Source: an optimization exercise on an open RTL-to-GDS flow (aim: small area, a short achievable clock period and few clock cycles per item). Production flows keep margins and buffers that such runs may drop.
Function was checked by simulation only, so behaviour that the tests miss may differ from the original.

==> flow/design.v <==
`default_nettype none
package eots_pkg;
   localparam int FRAC_BITS = 16;
   localparam int PW        = FRAC_BITS + 1;
   localparam int UW        = (PW > 17) ? PW : 17;
   localparam int CW        = $clog2(UW + 1);
   localparam int AW        = (PW > 17) ? PW : 17;
   localparam logic [PW-1:0] ONE  = {1'b1, {FRAC_BITS{1'b0}}};
   localparam logic [PW-1:0] HALF = {2'b01, {(FRAC_BITS - 1){1'b0}}};
   localparam logic OP_MUL = 1'b0;
   localparam logic OP_DIV = 1'b1;
   localparam logic [2:0] ACT_TICK     = 3'd0;
   localparam logic [2:0] ACT_CLOSE    = 3'd1;
   localparam logic [2:0] ACT_OPEN     = 3'd2;
   localparam logic [2:0] ACT_COMPLETE = 3'd3;
   localparam logic [2:0] ACT_CANCEL   = 3'd4;
   localparam logic [1:0] PH_IDLE      = 2'd0;
   localparam logic [1:0] PH_OPENING   = 2'd1;
   localparam logic [1:0] PH_CLOSING   = 2'd2;
   localparam logic [1:0] PH_COMPLETED = 2'd3;
   localparam logic [3:0] KIND_FADE     = 4'd0;
   localparam logic [3:0] KIND_SLIDE_L  = 4'd1;
   localparam logic [3:0] KIND_SLIDE_R  = 4'd2;
   localparam logic [3:0] KIND_SLIDE_U  = 4'd3;
   localparam logic [3:0] KIND_SLIDE_D  = 4'd4;
   localparam logic [3:0] KIND_WIPE_L   = 4'd5;
   localparam logic [3:0] KIND_WIPE_R   = 4'd6;
   localparam logic [3:0] KIND_CIRCLE_A = 4'd7;
   localparam logic [3:0] KIND_CIRCLE_B = 4'd8;
   localparam logic [1:0] CSR_SCREEN_W   = 2'd0;
   localparam logic [1:0] CSR_SCREEN_H   = 2'd1;
   localparam logic [1:0] CSR_BASE_ALPHA = 2'd2;
   localparam logic [11:0] SCREEN_W_RST   = 12'd1280;
   localparam logic [11:0] SCREEN_H_RST   = 12'd720;
   localparam logic [16:0] BASE_ALPHA_RST = 17'(ONE);
   localparam int RSP_W       = 88;
   localparam int RSP_VIS_BIT = 86;
   localparam int RSP_DONE_BIT = 87;
   typedef struct packed {
      logic          start;
      logic          op;
      logic [UW-1:0] a;
      logic [UW-1:0] b;
   } unit_req_type;
   typedef struct packed {
      logic            done;
      logic [2*UW-1:0] product;
   } unit_rsp_type;
endpackage
`default_nettype wire
`default_nettype none
module eots_unit (
   input  wire         clock,
   input  wire         reset,
   input  wire         start,      
   input  wire  [15:0] len,
   output logic [15:0] len_q,      
   output logic [15:0] quo,        
   output logic [15:0] rem         
);
   logic [2:0] cnt_ff;
   function automatic logic [31:0] div_step(input logic [15:0] r, input logic [15:0] q,
                                            input logic [15:0] d);
      logic [16:0] r2;
      logic [17:0] t;
      r2 = {r, 1'b0};
      t  = {1'b0, r2} - {2'b00, d};
      if (!t[17]) div_step = {t[15:0], q[14:0], 1'b1};
      else        div_step = {r2[15:0], q[14:0], 1'b0};
   endfunction
   logic [31:0] s1, s2, l1, l2;
   always_comb begin
      s1 = div_step(rem, quo, len_q);
      s2 = div_step(s1[31:16], s1[15:0], len_q);
      l1 = div_step(16'd1, 16'd0, len);
      l2 = div_step(l1[31:16], l1[15:0], len);
   end
   always_ff @(posedge clock) begin
      if (start) begin
         len_q <= len;
         rem   <= l2[31:16];
         quo   <= l2[15:0];
      end else if (cnt_ff != 3'd0) begin
         rem <= s2[31:16];
         quo <= s2[15:0];
      end
      if (reset)      cnt_ff <= 3'd0;
      else if (start) cnt_ff <= 3'd7;
      else if (cnt_ff != 3'd0) cnt_ff <= cnt_ff - 3'd1;
   end
endmodule
`default_nettype wire
`default_nettype none
module eased_overlay_transition_sequencer_core (
   input  wire                       clock,
   input  wire                       reset,
   input  wire                       req_tvalid,
   output logic                      req_tready,
   input  wire  [15:0]               req_tdata,    
   input  wire  [6:0]                req_tuser,    
   output logic                      rsp_tvalid,
   input  wire                       rsp_tready,
   output logic [eots_pkg::RSP_W-1:0] rsp_tdata,
   input  wire                       csr_write_enable,
   input  wire  [1:0]                csr_index,
   input  wire  [16:0]               csr_wdata
);
   localparam int PW = eots_pkg::PW;
   localparam logic [PW-1:0] ONE = eots_pkg::ONE;
   localparam int DL = 8;
   localparam logic [2:0] T_TICK     = 3'd0;
   localparam logic [2:0] T_CLOSE    = 3'd1;
   localparam logic [2:0] T_OPEN     = 3'd2;
   localparam logic [2:0] T_COMPLETE = 3'd3;
   localparam logic [2:0] T_CANCEL   = 3'd4;
   localparam logic [2:0] T_NOP      = 3'd5;
   localparam logic [2:0] T_EMPTY    = 3'd7;
   localparam logic [2:0] U_KEEP  = 3'd0;    
   localparam logic [2:0] U_ZERO  = 3'd1;    
   localparam logic [2:0] U_ONE   = 3'd2;    
   localparam logic [2:0] U_TICK  = 3'd3;    
   localparam logic [2:0] U_EMPTY = 3'd7;    
   logic [11:0] scr_w_ff, scr_h_ff;
   logic [16:0] acap_ff;                     
   logic        rsp_valid_ff;
   logic        adv;
   logic        req_fire;
   logic        req_start;
   logic        nxt_busy_ff;
   logic [2:0]  dl_ff [DL];
   logic [2:0]  req_tok;
   logic [15:0] div_len, div_quo, div_rem;
   logic [3:0]  nxt_kind_ff;
   logic [1:0]  phase_ff;
   logic [3:0]  kind_ff;
   logic [15:0] qinc_ff;      
   logic [15:0] rinc_ff;      
   logic [15:0] rdec_ff;      
   logic        imm_ff;       
   logic [15:0] q_ff;         
   logic [15:0] r_ff;         
   logic [2:0]  u1_ff;
   logic [1:0]  ph1_ff;
   logic        done1_ff;
   logic        open1_ff;
   logic [2:0]  u2_ff;
   logic [1:0]  ph2_ff;
   logic        done2_ff;
   logic [3:0]  kind2_ff;
   logic [16:0] eased2_ff;
   logic [16:0] eff2_ff;
   logic [1:0]  o_phase_ff;
   logic [16:0] o_prog_ff, o_alpha_ff;
   logic [12:0] o_x_ff, o_y_ff;
   logic [11:0] o_w_ff, o_h_ff;
   logic        o_done_ff;
   assign adv       = !rsp_valid_ff || rsp_tready;
   assign req_start = (req_tuser[2:0] == eots_pkg::ACT_CLOSE) ||
                      (req_tuser[2:0] == eots_pkg::ACT_OPEN);
   assign req_tready = adv && !(nxt_busy_ff && req_start);
   assign req_fire   = req_tvalid && req_tready && !reset;
   always_comb begin
      unique case (req_tuser[2:0])
         eots_pkg::ACT_TICK:     req_tok = T_TICK;
         eots_pkg::ACT_CLOSE:    req_tok = T_CLOSE;
         eots_pkg::ACT_OPEN:     req_tok = T_OPEN;
         eots_pkg::ACT_COMPLETE: req_tok = T_COMPLETE;
         eots_pkg::ACT_CANCEL:   req_tok = T_CANCEL;
         default:                req_tok = T_NOP;
      endcase
   end
   always_ff @(posedge clock) begin
      if (reset) begin
         scr_w_ff <= eots_pkg::SCREEN_W_RST;
         scr_h_ff <= eots_pkg::SCREEN_H_RST;
         acap_ff  <= ONE;
      end else if (csr_write_enable) begin
         unique case (csr_index)
            eots_pkg::CSR_SCREEN_W:   scr_w_ff <= csr_wdata[11:0];
            eots_pkg::CSR_SCREEN_H:   scr_h_ff <= csr_wdata[11:0];
            eots_pkg::CSR_BASE_ALPHA: acap_ff  <= (csr_wdata > ONE) ? ONE : csr_wdata;
            default: begin
            end
         endcase
      end
   end
   always_ff @(posedge clock) begin
      if (reset) begin
         for (int i = 0; i < DL; i++) dl_ff[i] <= T_EMPTY;
      end else if (adv) begin
         dl_ff[0] <= req_fire ? req_tok : T_EMPTY;
         for (int i = 1; i < DL; i++) dl_ff[i] <= dl_ff[i-1];
      end
   end
   logic div_start;
   assign div_start = req_fire && req_start;
   eots_unit u_unit (
      .clock (clock),
      .reset (reset),
      .start (div_start),
      .len   (req_tdata),
      .len_q (div_len),
      .quo   (div_quo),
      .rem   (div_rem)
   );
   always_ff @(posedge clock) begin
      if (div_start) nxt_kind_ff <= req_tuser[6:3];
   end
   logic [2:0]  tok;
   logic        active;
   logic        c_step;
   logic [15:0] r_sub, r_add;
   logic [16:0] q_sum;
   logic        tick_done;
   logic        apply;
   assign tok       = dl_ff[DL-1];
   assign active    = (phase_ff == eots_pkg::PH_OPENING) || (phase_ff == eots_pkg::PH_CLOSING);
   assign r_sub     = r_ff - rdec_ff;
   assign c_step    = (r_ff >= rdec_ff);
   assign r_add     = r_ff + rinc_ff;
   assign q_sum     = {1'b0, q_ff} + {1'b0, qinc_ff} + {16'd0, c_step};
   assign tick_done = imm_ff || q_sum[16];
   assign apply     = adv && ((tok == T_OPEN) || (tok == T_CLOSE));
   always_ff @(posedge clock) begin
      if (reset) nxt_busy_ff <= 1'b0;
      else if (div_start) nxt_busy_ff <= 1'b1;
      else if (apply) nxt_busy_ff <= 1'b0;
   end
   always_ff @(posedge clock) begin
      if (reset) begin
         phase_ff <= eots_pkg::PH_IDLE;
         kind_ff  <= eots_pkg::KIND_FADE;
         u1_ff    <= U_EMPTY;
         ph1_ff   <= eots_pkg::PH_IDLE;
         done1_ff <= 1'b0;
         open1_ff <= 1'b0;
      end else if (adv) begin
         u1_ff    <= U_KEEP;
         done1_ff <= 1'b0;
         open1_ff <= (phase_ff == eots_pkg::PH_OPENING);
         ph1_ff   <= phase_ff;
         unique case (tok)
            T_TICK: begin
               if (active) begin
                  u1_ff <= U_TICK;
                  if (tick_done) begin
                     phase_ff <= eots_pkg::PH_COMPLETED;
                     ph1_ff   <= eots_pkg::PH_COMPLETED;
                     done1_ff <= 1'b1;
                  end
               end
            end
            T_CLOSE, T_OPEN: begin
               phase_ff <= (tok == T_CLOSE) ? eots_pkg::PH_CLOSING : eots_pkg::PH_OPENING;
               ph1_ff   <= (tok == T_CLOSE) ? eots_pkg::PH_CLOSING : eots_pkg::PH_OPENING;
               kind_ff  <= nxt_kind_ff;
               u1_ff    <= U_ZERO;
            end
            T_COMPLETE: begin
               phase_ff <= eots_pkg::PH_COMPLETED;
               ph1_ff   <= eots_pkg::PH_COMPLETED;
               done1_ff <= 1'b1;
               u1_ff    <= U_ONE;
            end
            T_CANCEL: begin
               phase_ff <= eots_pkg::PH_IDLE;
               ph1_ff   <= eots_pkg::PH_IDLE;
               u1_ff    <= U_ZERO;
            end
            T_NOP: begin
            end
            default: begin
               u1_ff <= U_EMPTY;
            end
         endcase
      end
   end
   always_ff @(posedge clock) begin
      if (adv) begin
         if (tok == T_OPEN || tok == T_CLOSE) begin
            qinc_ff <= div_quo;
            rinc_ff <= div_rem;
            rdec_ff <= div_len - div_rem;
            imm_ff  <= (div_len[15:1] == 15'd0);
            q_ff    <= 16'd0;
            r_ff    <= 16'd0;
         end else if (tok == T_TICK && active) begin
            q_ff <= q_sum[15:0];
            r_ff <= c_step ? r_sub : r_add;
         end
      end
   end
   logic [16:0] raw;
   logic        low;
   logic [15:0] m;
   logic [31:0] sq;
   logic [16:0] sq15;
   logic [16:0] eased, eff;
   always_comb begin
      raw   = done1_ff ? ONE : {1'b0, q_ff};
      low   = (raw < eots_pkg::HALF);
      m     = low ? raw[15:0] : 16'(ONE - raw);
      sq    = m * m;
      sq15  = 17'(sq >> 15);
      eased = low ? sq15 : ONE - sq15;
      eff   = open1_ff ? ONE - eased : eased;
   end
   always_ff @(posedge clock) begin
      if (reset) begin
         u2_ff <= U_EMPTY;
      end else if (adv) begin
         u2_ff <= u1_ff;
      end
   end
   always_ff @(posedge clock) begin
      if (adv) begin
         ph2_ff    <= ph1_ff;
         done2_ff  <= done1_ff;
         kind2_ff  <= kind_ff;
         eased2_ff <= eased;
         eff2_ff   <= eff;
      end
   end
   logic        use_h;
   logic [11:0] scr_s;
   logic [28:0] prod;
   logic [11:0] s_px;
   logic        s_neg;
   logic [12:0] diff;
   always_comb begin
      use_h = (kind2_ff == eots_pkg::KIND_SLIDE_U) || (kind2_ff == eots_pkg::KIND_SLIDE_D);
      s_neg = (kind2_ff == eots_pkg::KIND_SLIDE_L) || (kind2_ff == eots_pkg::KIND_SLIDE_U);
      scr_s = use_h ? scr_h_ff : scr_w_ff;
      prod  = scr_s * eff2_ff;
      s_px  = 12'(prod >> 16);
      diff  = s_neg ? 13'(s_px) - 13'(scr_s) : 13'(scr_s) - 13'(s_px);
   end
   always_ff @(posedge clock) begin
      if (reset) begin
         rsp_valid_ff <= 1'b0;
         o_phase_ff   <= eots_pkg::PH_IDLE;
         o_prog_ff    <= '0;
         o_alpha_ff   <= ONE;
         o_x_ff       <= 13'd0;
         o_y_ff       <= 13'd0;
         o_w_ff       <= eots_pkg::SCREEN_W_RST;
         o_h_ff       <= eots_pkg::SCREEN_H_RST;
         o_done_ff    <= 1'b0;
      end else if (adv) begin
         rsp_valid_ff <= (u2_ff != U_EMPTY);
         if (u2_ff != U_EMPTY) begin
            o_phase_ff <= ph2_ff;
            o_done_ff  <= done2_ff;
         end
         unique case (u2_ff)
            U_ZERO: o_prog_ff <= '0;
            U_ONE:  o_prog_ff <= ONE;
            U_TICK: begin
               o_prog_ff <= eased2_ff;
               unique case (kind2_ff)
                  eots_pkg::KIND_FADE, eots_pkg::KIND_CIRCLE_A, eots_pkg::KIND_CIRCLE_B: begin
                     o_alpha_ff <= eff2_ff;
                  end
                  eots_pkg::KIND_SLIDE_L, eots_pkg::KIND_SLIDE_R: begin
                     o_x_ff     <= diff;
                     o_y_ff     <= 13'd0;
                     o_alpha_ff <= acap_ff;
                  end
                  eots_pkg::KIND_SLIDE_U, eots_pkg::KIND_SLIDE_D: begin
                     o_x_ff     <= 13'd0;
                     o_y_ff     <= diff;
                     o_alpha_ff <= acap_ff;
                  end
                  eots_pkg::KIND_WIPE_L, eots_pkg::KIND_WIPE_R: begin
                     o_w_ff     <= s_px;
                     o_h_ff     <= scr_h_ff;
                     o_x_ff     <= (kind2_ff == eots_pkg::KIND_WIPE_R) ? diff : 13'd0;
                     o_y_ff     <= 13'd0;
                     o_alpha_ff <= acap_ff;
                  end
                  default: begin
                  end
               endcase
            end
            default: begin
            end
         endcase
      end
   end
   assign rsp_tvalid = rsp_valid_ff;
   assign rsp_tdata  = {o_done_ff, (o_phase_ff != eots_pkg::PH_IDLE), o_h_ff, o_w_ff,
                        o_y_ff, o_x_ff, o_alpha_ff, o_prog_ff, o_phase_ff};
endmodule
`default_nettype wire
==> flow/run.sh <==
#!/bin/bash
# synth_recipe.tcl (not shown) runs the flow's synth.tcl, then flattens the netlist and writes it again
# the make line also repeats each setting of config.mk as NAME=value (left out here)
make -C /OpenROAD-flow-scripts/flow DESIGN_CONFIG=/design/flow/config.mk WORK_HOME=/design/flow/orfs CLKGATE_MAP_FILE= SYNTH_SCRIPT=/design/flow/synth_recipe.tcl finish
==> flow/config.mk <==
export PLATFORM = sky130hd
export DESIGN_NAME = eased_overlay_transition_sequencer_core
export DESIGN_NICKNAME = eased_overlay_transition_sequencer_core
export VERILOG_FILES = /design/flow/design.v
export SDC_FILE = /design/flow/constraint.sdc
export NUM_CORES = 4
export LEC_CHECK = 0
export CAP_MARGIN = 20
export CORE_MARGIN = 2
export CORE_UTILIZATION = 40
export PLACE_DENSITY = 0.6
export SLEW_MARGIN = 20
==> flow/constraint.sdc <==
create_clock -name core_clock -period 8.0 [get_ports {clock}]
set_input_delay 1.6000 -clock core_clock [delete_from_list [all_inputs] [get_ports {clock}]]
set_output_delay 1.6000 -clock core_clock [all_outputs]
set_load 0.01 [all_outputs]
==> flow_metrics.py <==
metrics = {
    "sta": {
        "worst_slack_ns": -0.310,
        "slew_violations": 0,
        "rsz0062_at_grt": "yes",
        "fin_setup_tns_ns": -1.75,
        "skew_ns": 0.0376,
        "max_slew_margin_pct": 24.9,
        "tightest_slew_ns": 1.13,
        "hold_viol_final": 0,
        "finalSetupViolCount": 9,
        "fin_crit_sh_pct": 104,
        "layout_min_cycle_time_ns": 8.31,
        "max_clock_freq_mhz": 120,
    },
    "place": {
        "io_buffers": 136,
        "place_ws_ns": -0.491,
        "dp_cells": 5026,
        "gp_congestion": 0.863,
        "hpwl_um": 68200,
    },
    "setup_path": {
        "critPathSlowestCell": "fa_2",
        "cp-endpoint": "eff2_ff[12]",
        "crit_path_start_kind": "flop",
        "r2r-end": "eff2_ff[12]",
        "r2r_slack_ns": -0.31,
        "slowest_delay_ns": 0.61,
        "endpoint_kind": "flop",
        "crit_top_cell": "buf_4",
        "critPathArrivalTime_ns": 8.63,
        "critPathRequiredTime_ns": 8.32,
        "cp_max_fo": 8,
        "path_class": "reg -> reg",
        "r2r-start": "q_ff[0]",
        "critPathLaunch": "q_ff[0]",
        "reg2regPathDepth": 36,
    },
    "global_routing": {
        "grt_antenna_before_repair": 0,
        "track_usage_pct": 20.6,
        "grt_pass1_wl_um": 138000,
        "gr-total-overflow": 0,
        "grt_max_degree": 95,
        "first_global_vias": 25800,
    },
    "cts": {
        "cts_num_sinks": 344,
        "cts_buffers": 40,
        "cts_max_level": 2,
        "insertion_delay_ns": 0.60,
        "cts_hold_buf": 0,
        "cts_tree": "built",
        "clockBufferDepth": 3,
        "cts_root_buf": "clkbuf_16",
        "clk_pin_slew_worst_paths_ns": 0.06,
    },
    "status": {
        "status": "failed layout checks",
        "failed_checks": "negative setup slack",
    },
    "floorplan": {
        "top_level_ports": 137,
        "die_h_um": 289,
        "rows": 104,
        "chipWidth_um": 289,
        "die_area_mm2": 0.0838,
        "start_util_pct": 40.5,
        "core_area_mm2": 0.0805,
    },
    "route": {
        "via_per_inst": 5.06,
        "drt_iter0_markers": 1505,
        "first_pass_iters": 7,
        "vias": 26100,
        "wl_um": 86200,
        "antenna_left": 0,
        "routedWlPerCell_um": 16.7,
        "drc": 0,
    },
    "synth": {
        "synth_edf_count": 173,
        "syn_area_mm2": 0.0326,
        "synth_cell_types": 94,
        "yosysSeqAreaShare_pct": 26.4,
        "syn_inst": 3603,
        "ys_warn_count": 3,
        "ys_ff_latch": 344,
        "ys.flop_type": "edfxtp_1",
        "ys_async_sr_fraction_pct": 0,
        "synth_area_per_cell_um2": 9.05,
    },
    "cells_and_area": {
        "final_common_cell": "inv_1",
        "fin_nets": 4723,
        "final_cell_mix": "inv_1, nand2_1, buf_4",
        "postLayoutCoreUtil_pct": 50.8,
        "layoutNonFillerInstCount": 5155,
        "area_growth_pct": 25.6,
        "drive_gt1_share_pct": 18.6,
    },
    "flow_run": {
        "drv_cap": 0,
    },
    "worst_hold_path": {
        "hold_path_depth": 0,
        "hold_path.class": "reg -> reg",
    },
}
sequential cells by signal (all words and copies together), names as in the netlist, 12 cells and up:
register	count
dl_ff	24
acap_ff	17
eased2_ff	17
o_alpha_ff	17
o_prog_ff	17
eff2_ff	16
q_ff	16
qinc_ff	16
r_ff	16
rdec_ff	16
rinc_ff	16
u_unit.len_q	16
u_unit.quo	16
u_unit.rem	16
o_x_ff	13
o_y_ff	13
o_h_ff	12
o_w_ff	12
scr_h_ff	12
scr_w_ff	12
kinds of logic after synthesis:
logic type | synth area share (%)
AO/OA/AOI/OAI | 11.8
XOR/XNOR | 4.18
adder cells (fa/ha/maj) | 30.8
buffers and inverters | 7.68
flip-flops | 26.4
multiplexers | 2.33
other | 0.0230
AND/OR/NAND/NOR | 16.8
area by class of cell:
cell class / instances / area, um2
clock buffers: 52 / 1130
inverters: 530 / 2010
flip-flops and latches: 344 / 8620
repair buffers: 536 / 4550
clock inverters: 19 / 228
diodes: 1 / 2.50
multi-input cells: 2613 / 23100
well taps: 1060 / 1330
fillers: 7451 / 39600
how the worst min path moves through the flow:
stage                   start          end  slack (ns)
3_3_place_gp   u_unit.quo[14]  qinc_ff[14]        0.40
2_1_floorplan  u_unit.quo[14]  qinc_ff[14]        0.40
3_5_place_dp   u_unit.quo[14]  qinc_ff[14]        0.41
6_report       u_unit.quo[15]  qinc_ff[15]        0.43
4_1_cts        u_unit.quo[14]  qinc_ff[14]        0.43
5_1_grt        u_unit.quo[14]  qinc_ff[14]        0.44
through the flow:
step / area, um2 / hold slack, ns
after floorplan: 33200 / 0.400
after global placement: 37900 / 0.402
after detailed placement: 37900 / 0.407
after CTS: 39900 / 0.428
after global routing: 40900 / 0.437
final: 40900 / 0.428
per-layer routing:
| layer | vias to the layer above | GRT usage, % | share of wire, % |
|---|---|---|---|
| met5 | - | 0 | 0 |
| met3 | 117 | 2.00 | 3.5 |
| met1 | 12600 | 27.8 | 46 |
| met2 | 486 | 35.4 | 48 |
| li1 | 12900 | - | - |
| met4 | 0 | 5.30 | 2.6 |
worst max-delay path: cells and delay by family, from the launching register on:
kind | cells | cell delay, ns
flops | 1 | 0.40
xor+xnor | 2 | 0.23
buf+inv | 12 | 1.35
compound gates | 5 | 0.81
simple gates | 9 | 1.77
fa+ha+maj | 8 | 3.47
Yosys cell counts, types with 80 or more instances:
cell | number | area [um2]
xnor2_1 | 107 | 937
nor2_1 | 283 | 1060
edfxtp_1 | 173 | 5190
fa_1 | 317 | 6350
o21ai_0 | 101 | 505
inv_1 | 519 | 1950
dfxtp_1 | 171 | 3420
and2_1 | 80 | 500
ha_1 | 294 | 3680
a21oi_1 | 166 | 831
clkbuf_1 | 111 | 417
nand2_1 | 469 | 1760
repair_timing:
action | CTS | global route
pin swaps | 63 | 109
resized for setup | 116 | 150
setup buffers | 22 | 38
endpoints found under the setup margin | 30 | 37
Testbench counts, summed over its fixed seeds: cycles 7,480, items 7,142.

-- static timing again, ports no longer ideal --
In the flow no input, the clock included, has a driving cell. The finished layout below was timed again as built, in two steps. Step 1 (the two cells are an assumption about what drives the block):
set clk [get_ports {clock}]
set_driving_cell -lib_cell sky130_fd_sc_hd__clkbuf_16 $clk
set_driving_cell -lib_cell sky130_fd_sc_hd__buf_2 [delete_from_list [all_inputs] $clk]
Step 2 times the ports against the registers' clock, not the clock port: input delays grow and output delays shrink by t, the midpoint of the rising clock arrivals with the driver on. a / b / c = no drivers / after step 1 / after step 2; a / b = the first two.
t (ns): 0.641
setup slack, ns: -0.310 / -0.310 / -0.310
clock arrival spread, ns: 0.041 / 0.041
cell pins on the clock port's net: 1
The setup slack of this run moves by 0.000 ns with the drivers and by 0.000 ns with both steps.
